Background: an optimization exercise with open tools, aiming at small area, a short achievable clock period and few clock cycles. Do not read the settings as production practice.
The RTL was checked by simulation tests, not by an equivalence proof against the original design.
Power is estimated from default activity; no workload was simulated.

==> flow/run.sh <==
#!/bin/bash
# synth_recipe.tcl (not shown) runs the flow's synth.tcl, then flattens the netlist and writes it again
# the make line also repeats each setting of config.mk as NAME=value (left out here)
make -C /OpenROAD-flow-scripts/flow DESIGN_CONFIG=/design/flow/config.mk WORK_HOME=/design/flow/orfs CLKGATE_MAP_FILE= SYNTH_SCRIPT=/design/flow/synth_recipe.tcl finish
==> flow/config.mk <==
export PLATFORM = sky130hd
export DESIGN_NAME = hyperloglog_sketch_core
export DESIGN_NICKNAME = hyperloglog_sketch_core
export VERILOG_FILES = /design/flow/design.v
export SDC_FILE = /design/flow/constraint.sdc
export NUM_CORES = 4
export LEC_CHECK = 0
export CAP_MARGIN = 30
export CORE_MARGIN = 2
export CORE_UTILIZATION = 30
export SLEW_MARGIN = 30
==> flow/constraint.sdc <==
create_clock -name core_clock -period 11.0 [get_ports {clk}]
set_input_delay 2.2000 -clock core_clock [delete_from_list [all_inputs] [get_ports {clk}]]
set_output_delay 2.2000 -clock core_clock [all_outputs]
set_load 0.01 [all_outputs]
==> flow/design.v <==
package hll_pkg;
  localparam logic [2:0] OP_ADD      = 3'd0;
  localparam logic [2:0] OP_MERGE    = 3'd1;
  localparam logic [2:0] OP_LOAD     = 3'd2;
  localparam logic [2:0] OP_READ     = 3'd3;
  localparam logic [2:0] OP_ESTIMATE = 3'd4;
  localparam int unsigned RANK_W     = 5;
  localparam int unsigned HASH_W     = 32;
  localparam int unsigned CARD_W     = 32;
  localparam int unsigned EST_W      = 64;    
  localparam int unsigned LOG_IN_W   = 48;    
  localparam int unsigned LOG_W      = 38;    
  localparam int unsigned DIV_EXTRA  = 27;    
  localparam logic [29:0] LN2_Q30    = 30'd744261118;
  typedef struct packed {
    logic [2:0]        opcode;
    logic [HASH_W-1:0] hash_value;
    logic [9:0]        reg_index;
    logic [RANK_W-1:0] reg_value;
  } in_item_t;
  typedef struct packed {
    logic [RANK_W-1:0] read_value;
    logic [CARD_W-1:0] cardinality;
    logic              saturated;
    logic              changed;
  } out_item_t;
  function automatic logic [5:0] clz32(input logic [31:0] v);
    logic [5:0] n;
    n = 6'd32;
    for (int i = 0; i < 32; i++) begin
      if (v[i]) begin
        n = 6'(31 - i);
      end
    end
    clz32 = n;
  endfunction
endpackage
module hll_ram #(
  parameter int unsigned AW = 10,
  parameter int unsigned DW = 5
) (
  input  logic          clk,
  input  logic          wr_en,
  input  logic [AW-1:0] wr_addr,
  input  logic [DW-1:0] wr_data,
  input  logic          rd_en,
  input  logic [AW-1:0] rd_addr,
  output logic [DW-1:0] rd_data
);
  localparam int unsigned DEPTH = 1 << AW;
  logic [DW-1:0] mem_r [DEPTH];
  logic [DW-1:0] rd_data_r;
  always_ff @(posedge clk) begin
    if (wr_en) begin
      mem_r[wr_addr] <= wr_data;
    end
    if (rd_en) begin
      rd_data_r <= mem_r[rd_addr];
    end
  end
  assign rd_data = rd_data_r;
endmodule
module hll_div #(
  parameter int unsigned N_W = 67,
  parameter int unsigned D_W = 42,
  parameter int unsigned Q_W = 64
) (
  input  logic           clk,
  input  logic           rst_n,
  input  logic           start,
  input  logic [N_W-1:0] dividend,
  input  logic [D_W-1:0] divisor,
  output logic           done,
  output logic [Q_W-1:0] quotient
);
  localparam int unsigned CNT_W = $clog2(N_W + 1);
  logic [N_W-1:0]   num_r;
  logic [D_W-1:0]   div_r;
  logic [D_W:0]     rem_r;
  logic [Q_W-1:0]   q_r;
  logic [CNT_W-1:0] cnt_r;
  logic             busy_r;
  logic             done_r;
  logic [D_W:0]     rem_sh;
  logic             q_bit;
  assign rem_sh = {rem_r[D_W-1:0], num_r[N_W-1]};
  assign q_bit  = (rem_sh >= {1'b0, div_r});
  always_ff @(posedge clk) begin
    if (!rst_n) begin
      busy_r <= 1'b0;
      done_r <= 1'b0;
    end else begin
      done_r <= !start && busy_r && (cnt_r == CNT_W'(1));
      if (start) begin
        busy_r <= 1'b1;
        num_r  <= dividend;
        div_r  <= divisor;
        rem_r  <= '0;
        q_r    <= '0;
        cnt_r  <= CNT_W'(N_W);
      end else if (busy_r) begin
        num_r <= num_r << 1;
        rem_r <= q_bit ? (rem_sh - {1'b0, div_r}) : rem_sh;
        q_r   <= {q_r[Q_W-2:0], q_bit};
        cnt_r <= cnt_r - CNT_W'(1);
        if (cnt_r == CNT_W'(1)) begin
          busy_r <= 1'b0;
        end
      end
    end
  end
  assign done     = done_r;
  assign quotient = q_r;
endmodule
module hll_log2 (
  input  logic                          clk,
  input  logic                          rst_n,
  input  logic                          start,
  input  logic [hll_pkg::LOG_IN_W-1:0]  value,
  output logic                          done,
  output logic [hll_pkg::LOG_W-1:0]     result
);
  typedef enum logic [1:0] {S_IDLE, S_NORM, S_SQUARE} lstate_t;
  lstate_t                        state_r;
  logic [hll_pkg::LOG_IN_W-1:0]   v_r;
  logic [5:0]                     n_r;
  logic [31:0]                    y_r;
  logic [31:0]                    frac_r;
  logic [5:0]                     cnt_r;
  logic                           done_r;
  logic [63:0]                    prod;
  logic [32:0]                    sq;
  assign prod = y_r * y_r;
  assign sq   = prod[63:31];
  always_ff @(posedge clk) begin
    if (!rst_n) begin
      state_r <= S_IDLE;
      done_r  <= 1'b0;
    end else begin
      done_r <= (state_r == S_SQUARE) && (cnt_r == 6'd1);
      case (state_r)
        S_IDLE: begin
          if (start) begin
            v_r     <= value;
            n_r     <= 6'(hll_pkg::LOG_IN_W - 1);
            frac_r  <= '0;
            state_r <= S_NORM;
          end
        end
        S_NORM: begin
          if (v_r[hll_pkg::LOG_IN_W-1] || n_r == 6'd0) begin
            y_r     <= v_r[hll_pkg::LOG_IN_W-1 -: 32];
            cnt_r   <= 6'd32;
            state_r <= S_SQUARE;
          end else begin
            v_r <= v_r << 1;
            n_r <= n_r - 6'd1;
          end
        end
        S_SQUARE: begin
          frac_r <= {frac_r[30:0], sq[32]};
          y_r    <= sq[32] ? sq[32:1] : sq[31:0];
          cnt_r  <= cnt_r - 6'd1;
          if (cnt_r == 6'd1) begin
            state_r <= S_IDLE;
          end
        end
        default: begin
          state_r <= S_IDLE;
        end
      endcase
    end
  end
  assign done   = done_r;
  assign result = {n_r, frac_r};
endmodule
module hyperloglog_sketch_core #(
  parameter int unsigned PRECISION = 9
) (
  input  logic                        clk,
  input  logic                        rst_n,
  input  logic                        in_valid,
  output logic                        in_ready,
  input  logic [2:0]                  in_opcode,
  input  logic [hll_pkg::HASH_W-1:0]  in_hash_value,
  input  logic [9:0]                  in_reg_index,
  input  logic [hll_pkg::RANK_W-1:0]  in_reg_value,
  output logic                        out_valid,
  input  logic                        out_ready,
  output logic [hll_pkg::RANK_W-1:0]  out_read_value,
  output logic [hll_pkg::CARD_W-1:0]  out_cardinality,
  output logic                        out_saturated,
  output logic                        out_changed
);
  localparam int unsigned M        = 1 << PRECISION;
  localparam int unsigned S_W      = PRECISION + 32;
  localparam int unsigned NUM_W    = 2 * PRECISION + 20;
  localparam int unsigned DIVD_W   = NUM_W + hll_pkg::DIV_EXTRA;
  localparam logic [63:0] ALPHA_Q20 =
      (M == 16) ? ((64'd673 << 20) / 64'd1000) :
      (M == 32) ? ((64'd697 << 20) / 64'd1000) :
      (M == 64) ? ((64'd709 << 20) / 64'd1000) :
      (((64'd7213 * M) << 20) / (64'd10000 * M + 64'd10790));
  localparam logic [63:0] NUM       = ALPHA_Q20 * M * M;
  localparam logic [63:0] LIN_THR   = 64'd5 << (PRECISION + 15);
  localparam logic [63:0] LARGE_THR = (64'd1 << 48) / 64'd30;
  localparam logic [63:0] TOP_E     = 64'd1 << 48;
  localparam logic [hll_pkg::LOG_W-1:0] LIN_BASE   =
      hll_pkg::LOG_W'(PRECISION) << 32;
  localparam logic [hll_pkg::LOG_W-1:0] LARGE_BASE = hll_pkg::LOG_W'(48) << 32;
  typedef enum logic [3:0] {
    ST_CLEAR, ST_IDLE, ST_EXEC, ST_WALK, ST_DIV, ST_SEL, ST_LOG, ST_MUL,
    ST_SCALE, ST_DONE
  } state_t;
  state_t                      state_r;
  logic [PRECISION:0]          walk_cnt_r;
  logic                        acc_vld_r;
  logic [2:0]                  op_r;
  logic [PRECISION-1:0]        idx_r;
  logic [hll_pkg::RANK_W-1:0]  val_r;
  logic [S_W-1:0]              s_r;
  logic [PRECISION:0]          zeros_r;
  logic [hll_pkg::EST_W-1:0]   e_r;
  logic                        lin_r;
  logic [59:0]                 prod_r;
  logic [hll_pkg::CARD_W-1:0]  card_r;
  logic                        sat_r;
  logic                        out_valid_r;
  hll_pkg::out_item_t          out_data_r;
  logic                        accept;
  logic                        out_free;
  logic                        out_load;
  logic [31:0]                 rest;
  logic [hll_pkg::RANK_W-1:0]  rank;
  logic [15:0]                 ridx_ext;
  logic [PRECISION-1:0]        item_idx;
  logic [hll_pkg::RANK_W-1:0]  item_val;
  logic                        mem_wr_en;
  logic [PRECISION-1:0]        mem_wr_addr;
  logic [hll_pkg::RANK_W-1:0]  mem_wr_data;
  logic                        mem_rd_en;
  logic [PRECISION-1:0]        mem_rd_addr;
  logic [hll_pkg::RANK_W-1:0]  mem_rd_data;
  logic                        exec_raise;
  logic                        exec_wr;
  hll_pkg::out_item_t          exec_out;
  logic [31:0]                 term;
  logic                        div_start;
  logic                        div_done;
  logic [hll_pkg::EST_W-1:0]   div_q;
  logic                        log_start;
  logic [hll_pkg::LOG_IN_W-1:0] log_in;
  logic                        log_done;
  logic [hll_pkg::LOG_W-1:0]   log_res;
  logic [hll_pkg::LOG_W-1:0]   diff;
  logic [63:0]                 lin_card;
  logic [37:0]                 large_res;
  assign accept   = in_valid && in_ready;
  assign out_free = !out_valid_r || out_ready;
  assign out_load = ((state_r == ST_EXEC) || (state_r == ST_DONE)) && out_free;
  assign in_ready = (state_r == ST_IDLE);
  assign rest     = in_hash_value << PRECISION;
  assign rank     = (rest == 32'd0) ? hll_pkg::RANK_W'(33 - PRECISION)
                                    : hll_pkg::RANK_W'(hll_pkg::clz32(rest) + 6'd1);
  assign ridx_ext = 16'(in_reg_index);
  assign item_idx = (in_opcode == hll_pkg::OP_ADD)
                    ? in_hash_value[PRECISION-1:0]
                    : ridx_ext[PRECISION-1:0];
  assign item_val = (in_opcode == hll_pkg::OP_ADD) ? rank
                                                           : in_reg_value;
  always_comb begin
    exec_raise = 1'b0;
    exec_wr    = 1'b0;
    exec_out   = '0;
    case (op_r)
      hll_pkg::OP_ADD, hll_pkg::OP_MERGE: begin
        exec_raise       = (val_r > mem_rd_data);
        exec_wr          = exec_raise;
        exec_out.changed = exec_raise;
      end
      hll_pkg::OP_LOAD: begin
        exec_wr = 1'b1;
      end
      hll_pkg::OP_READ: begin
        exec_out.read_value = mem_rd_data;
      end
      default: begin
        exec_wr = 1'b0;
      end
    endcase
  end
  always_comb begin
    mem_wr_en   = 1'b0;
    mem_wr_addr = idx_r;
    mem_wr_data = val_r;
    mem_rd_en   = 1'b0;
    mem_rd_addr = walk_cnt_r[PRECISION-1:0];
    case (state_r)
      ST_CLEAR: begin
        mem_wr_en   = !walk_cnt_r[PRECISION];
        mem_wr_addr = walk_cnt_r[PRECISION-1:0];
        mem_wr_data = '0;
      end
      ST_IDLE: begin
        mem_rd_en   = accept;
        mem_rd_addr = item_idx;
      end
      ST_EXEC: begin
        mem_wr_en = out_free && exec_wr;
      end
      ST_WALK: begin
        mem_rd_en = !walk_cnt_r[PRECISION];
      end
      default: begin
        mem_wr_en = 1'b0;
      end
    endcase
  end
  assign term      = 32'h8000_0000 >> mem_rd_data;
  assign div_start = (state_r == ST_WALK) && walk_cnt_r[PRECISION] && !acc_vld_r;
  assign log_start = (state_r == ST_SEL) &&
                     (((e_r <= LIN_THR) && (zeros_r != '0)) ||
                      ((e_r > LARGE_THR) && (e_r < TOP_E)));
  assign log_in    = (e_r <= LIN_THR) ? hll_pkg::LOG_IN_W'(zeros_r)
                                      : (hll_pkg::LOG_IN_W'(0) - e_r[47:0]);
  assign diff      = (lin_r ? LIN_BASE : LARGE_BASE) - log_res;
  assign lin_card  = (64'(prod_r[59:30]) << PRECISION) >> 24;
  assign large_res = prod_r[59:22];
  always_ff @(posedge clk) begin
    if (!rst_n) begin
      state_r     <= ST_CLEAR;
      walk_cnt_r  <= '0;
      acc_vld_r   <= 1'b0;
      out_valid_r <= 1'b0;
    end else begin
      if (out_load) begin
        out_valid_r <= 1'b1;
      end else if (out_ready) begin
        out_valid_r <= 1'b0;
      end
      case (state_r)
        ST_CLEAR: begin
          walk_cnt_r <= walk_cnt_r + 1'b1;
          if (walk_cnt_r[PRECISION]) begin
            state_r <= ST_IDLE;
          end
        end
        ST_IDLE: begin
          if (accept) begin
            op_r       <= in_opcode;
            idx_r      <= item_idx;
            val_r      <= item_val;
            s_r        <= '0;
            zeros_r    <= '0;
            walk_cnt_r <= '0;
            acc_vld_r  <= 1'b0;
            state_r    <= (in_opcode == hll_pkg::OP_ESTIMATE) ? ST_WALK
                                                                       : ST_EXEC;
          end
        end
        ST_EXEC: begin
          if (out_free) begin
            out_data_r  <= exec_out;
            state_r     <= ST_IDLE;
          end
        end
        ST_WALK: begin
          acc_vld_r <= !walk_cnt_r[PRECISION];
          if (!walk_cnt_r[PRECISION]) begin
            walk_cnt_r <= walk_cnt_r + 1'b1;
          end
          if (acc_vld_r) begin
            s_r     <= s_r + S_W'(term);
            zeros_r <= zeros_r + {{PRECISION{1'b0}}, (mem_rd_data == '0)};
          end
          if (div_start) begin
            state_r <= ST_DIV;
          end
        end
        ST_DIV: begin
          if (div_done) begin
            e_r     <= div_q;
            state_r <= ST_SEL;
          end
        end
        ST_SEL: begin
          lin_r <= (e_r <= LIN_THR);
          if (log_start) begin
            card_r  <= e_r[47:16];
            sat_r   <= 1'b0;
            state_r <= ST_LOG;
          end else if ((e_r > LIN_THR) && (e_r >= TOP_E)) begin
            card_r  <= '1;
            sat_r   <= 1'b1;
            state_r <= ST_DONE;
          end else begin
            card_r  <= e_r[47:16];
            sat_r   <= 1'b0;
            state_r <= ST_DONE;
          end
        end
        ST_LOG: begin
          if (log_done) begin
            prod_r  <= diff[37:8] * hll_pkg::LN2_Q30;
            state_r <= ST_MUL;
          end
        end
        ST_MUL: begin
          state_r <= ST_SCALE;
        end
        ST_SCALE: begin
          if (lin_r) begin
            card_r <= lin_card[31:0];
          end else if (large_res[37:32] != '0) begin
            card_r <= '1;
            sat_r  <= 1'b1;
          end else begin
            card_r <= large_res[31:0];
          end
          state_r <= ST_DONE;
        end
        ST_DONE: begin
          if (out_free) begin
            out_data_r <= {{hll_pkg::RANK_W{1'b0}}, card_r, sat_r, 1'b0};
            state_r    <= ST_IDLE;
          end
        end
        default: begin
          state_r <= ST_IDLE;
        end
      endcase
    end
  end
  assign out_valid       = out_valid_r;
  assign out_read_value  = out_data_r.read_value;
  assign out_cardinality = out_data_r.cardinality;
  assign out_saturated   = out_data_r.saturated;
  assign out_changed     = out_data_r.changed;
  hll_ram #(
    .AW (PRECISION),
    .DW (hll_pkg::RANK_W)
  ) u_ram (
    .clk     (clk),
    .wr_en   (mem_wr_en),
    .wr_addr (mem_wr_addr),
    .wr_data (mem_wr_data),
    .rd_en   (mem_rd_en),
    .rd_addr (mem_rd_addr),
    .rd_data (mem_rd_data)
  );
  hll_div #(
    .N_W (DIVD_W),
    .D_W (S_W),
    .Q_W (hll_pkg::EST_W)
  ) u_div (
    .clk      (clk),
    .rst_n    (rst_n),
    .start    (div_start),
    .dividend ({NUM[NUM_W-1:0], {hll_pkg::DIV_EXTRA{1'b0}}}),
    .divisor  (s_r),
    .done     (div_done),
    .quotient (div_q)
  );
  hll_log2 u_log2 (
    .clk    (clk),
    .rst_n  (rst_n),
    .start  (log_start),
    .value  (log_in),
    .done   (log_done),
    .result (log_res)
  );
endmodule
==> notes.md <==
-- kinds of logic after synthesis --
logic type,count (synthesis),synth area share (%)
adders and majority gates,1819,17.9
AOI/OAI and AO/OA,1861,6.78
xor gates and xnor gates,305,1.55
and+or+nand+nor,3675,9.50
muxes,669,5.21
buffers and inverters,2119,4.87
DFF,3126,54.2
-- area by class of cell --
cell class,instances,area share [%]
clock buffer,359,4.15
multi-input combinational,8329,36.9
inverter,1448,2.81
sequential,3126,48.4
clock inverter,193,0.913
antenna,4,0.00517
tap,7560,4.89
timing repair buffer,388,1.95
-- worst register-to-register path, delay by kind of cell (launching register included) --
kind	cells	cell delay (ps)
AOI/OAI and AO/OA	8	2000
and+or+nand+nor	10	2710
buffers and inverters	3	620
DFF	1	510
adders and majority gates	9	4220
muxes	1	230
xor gates and xnor gates	1	150
-- power groups by stage --
stage	combinational, mW	clock (mW)	sequential [mW]
global route	13.2	11.0	14.1
global placement	12.2	0	14.3
detailed placement	12.3	0	14.3
floorplan	7.58	0	14.9
CTS	12.4	10.6	14.1
finish	12.5	10.4	14.1
-- through the flow --
| step | utilization [%] | power, mW |
|---|---|---|
| 3_3_place_gp | 31.9 | 26.5 |
| 6_report | 33.7 | 37.0 |
| 2_1_floorplan | - | 22.5 |
| 5_1_grt | 33.7 | 38.2 |
| 3_5_place_dp | 32.0 | 26.7 |
| 4_1_cts | 33.7 | 37.0 |
-- final timing paths --
kind	to	cells after the start	slack (ps)	startpoint
min reg2reg	e_r[4]	0	420	u_div.q_r[4]
max	prod_r[59]	32	420	u_log2.frac_r[10]
max reg2reg	prod_r[59]	32	420	u_log2.frac_r[10]
min	e_r[4]	0	420	u_div.q_r[4]
-- synth_stat cells (143+ instances only) --
library cell and number:
a21oi_1 704, ha_1 716, o22ai_1 146, edfxtp_1 3105, mux2i_1 475, clkbuf_1 445, o21ai_0 254, and2_1 344
nand2_1 1553, nand3_1 180, xnor2_1 180, fa_1 1103, a21o_1 143, nor3_1 181, mux4_2 184, nor4_1 158
inv_1 1443, nor2_1 951
-- per-layer routing --
layer  vias up  track usage (%)  wire length [um]
li1      47972                -                 -
met1     54614             21.0            194000
met2      3924             26.2            225000
met3       826             2.43             33800
met4         4             5.96             20400
met5         -                0                27
-- what timing repair did --
| action | 4_1_cts | 5_1_grt |
|---|---|---|
| endpoints found under the setup margin | 0 | 6 |
| resized for setup | 0 | 2 |
| setup buffers | 0 | 1 |
| hold buffers | 0 | 0 |
| hold endpoints to repair | 0 | 0 |
-- flip-flops by register name, summed over array words and instances, names as in the netlist, 38 cells and up --
register / flops
prod_r: 38
u_log2.v_r: 48
e_r: 64
u_div.rem_r: 41
u_ram.mem_r: 2560
s_r: 41
out_data_r: 39
u_div.q_r: 64
u_div.div_r: 41
==> reports/summary.txt <==
CTS Sinks: 3,126
Post-synth top flop: edfxtp_1
Synth area leaders: edfxtp_1 54%, fa_1 13%, ha_1 5.2%, nand2_1 3.4%, inv_1 3.1%
Post-Syn Nets: 15,447
status: complete, no violations
cell area after synthesis: 173,000 um^2
Yosys top cell by area: edfxtp_1
max_cap viols: 0
Multi-input gate area: 71,400 um^2
Placement Setup Slack: 381 ps
sequential cell area: 93,700 um^2
post-route cell area: 194,000 um^2
Root Driver: clkbuf_16
Post-DP Area: 183,000 um^2
Yosys top cell area share: 53.9%
clk buf depth: 4
Clk pwr share: 28.1%
Die X: 763 um
gp weighted congestion: 0.904
number of flops mapped to enable cells by yosys: 3,105
Slew @ Worst Pin: 1190 ps
CP Launch Type: flop
period utilization: 96.2%
CORE AREA: 574,000 um^2
effective utilization at floorplan: 30.1%
slowest stage delay, CP: 600 ps
drt first pass iters: 8
Final setup viols: 0
power per cell area: 191 nW/um^2
first-pass GRT wire length: 705,000 um
synthesized flop and latch total: 3,126
CTS tree: yes
Layout area overhead: 11.9%
sequential power share: 38.1%
share of layout cells above drive strength 1: 7.72%
synth warn: 4
# placed instances: 20,842
GRT Residual Overflow: 0
VDD IR max: 0.000390 V
Leak: 73.2 nW
ANT nets after route: 0
max_slew headroom: 18.7%
Hold Vio Cnt, Final: 0
final worst slack: 422 ps
critical path class: flop to flop
crit-path max FO: 12
Setup crit end kind: flop
Post-synth ARST share: 0%
hpwl dp: 322,000 um
WP data required: 11,720 ps
hold slack: 424 ps
H-tree depth: 5
Final Max Tran Viols: 0
Top cell by count, worst path: fa_1
Die Ht: 763 um
Total GRT Usage: 15.9%
minimum clock period: 10,580 ps
Crit path arrival time: 11,300 ps
commonest non-fill, non-tap cell in the layout: edfxtp_1
wire per inst: 22.1 um
row count: 278
number of vias per cell: 5.01
layout net count: 15,479
Clk pin slew, worst setup/hold paths: 70 ps
drt first-iter violations: 10,111
Post-Syn Area per Cell: 12.7 um^2
Final Non-Filler Cells: 21,407
clock latency on the worst-skew pair: 980 ps
Comb pwr share: 33.8%
CTS buffer count: 313
sequential fraction of the synthesis area: 54.2%
die area: 583,000 um^2
slowest CP cell: or4_1
Sw Ratio: 36.6%
number of port buffers: 84
Distinct cells, synth: 94
Cells after Synth: 13,574
total vias in the final route: 107,340
drt drc: 0
CP delay by family, top: adder cells
vias in the first global route: 109,106
hold crit path type: flop to flop
P_int: 23.5 mW
switching power total: 13.5 mW
Buf/Inv on CP: 3
initial antenna violation count: 13
fmax: 0.0945 GHz
Setup TNS Final: 0 ps
IO Pins: 95
largest net degree at the start of global routing: 223
Post-Route WL: 473,000 um
Setup Skew: 116 ps
most frequent cells in the layout: 3,105 x edfxtp_1, 1,545 x nand2_1, 1,442 x inv_1
Fillers: 56,031
Testbench counts, summed over its fixed seeds: cycles 63,109.

[static timing again, ports no longer ideal]
In the flow no input, the clock included, has a driving cell. The finished layout below was timed again as built, in two steps.
Step 1: set_driving_cell puts a clkbuf_16 on clk and a buf_2 on each other input, an assumption about the parent block.
Step 2, shift: input delay + t, output delay - t, t = (earliest + latest rising clock arrival at the registers) / 2. This alone moves slack from input paths to output paths.
Three values: no drivers, after step 1, after step 2; two values: the first two.
t (ns): 1.024
setup WS [ns]: 0.422 / 0.422 / 0.422
hold WS [ns]: 0.424 / 0.424 / 0.424
latest minus earliest clock arrival (ns): 0.133 / 0.133
slew at the worst register clock pin (ns): 0.07 / 0.07
After both steps this run still meets setup and hold. For this run, drivers alone change the setup slack by 0.000 ns; drivers and shift together by 0.000 ns.
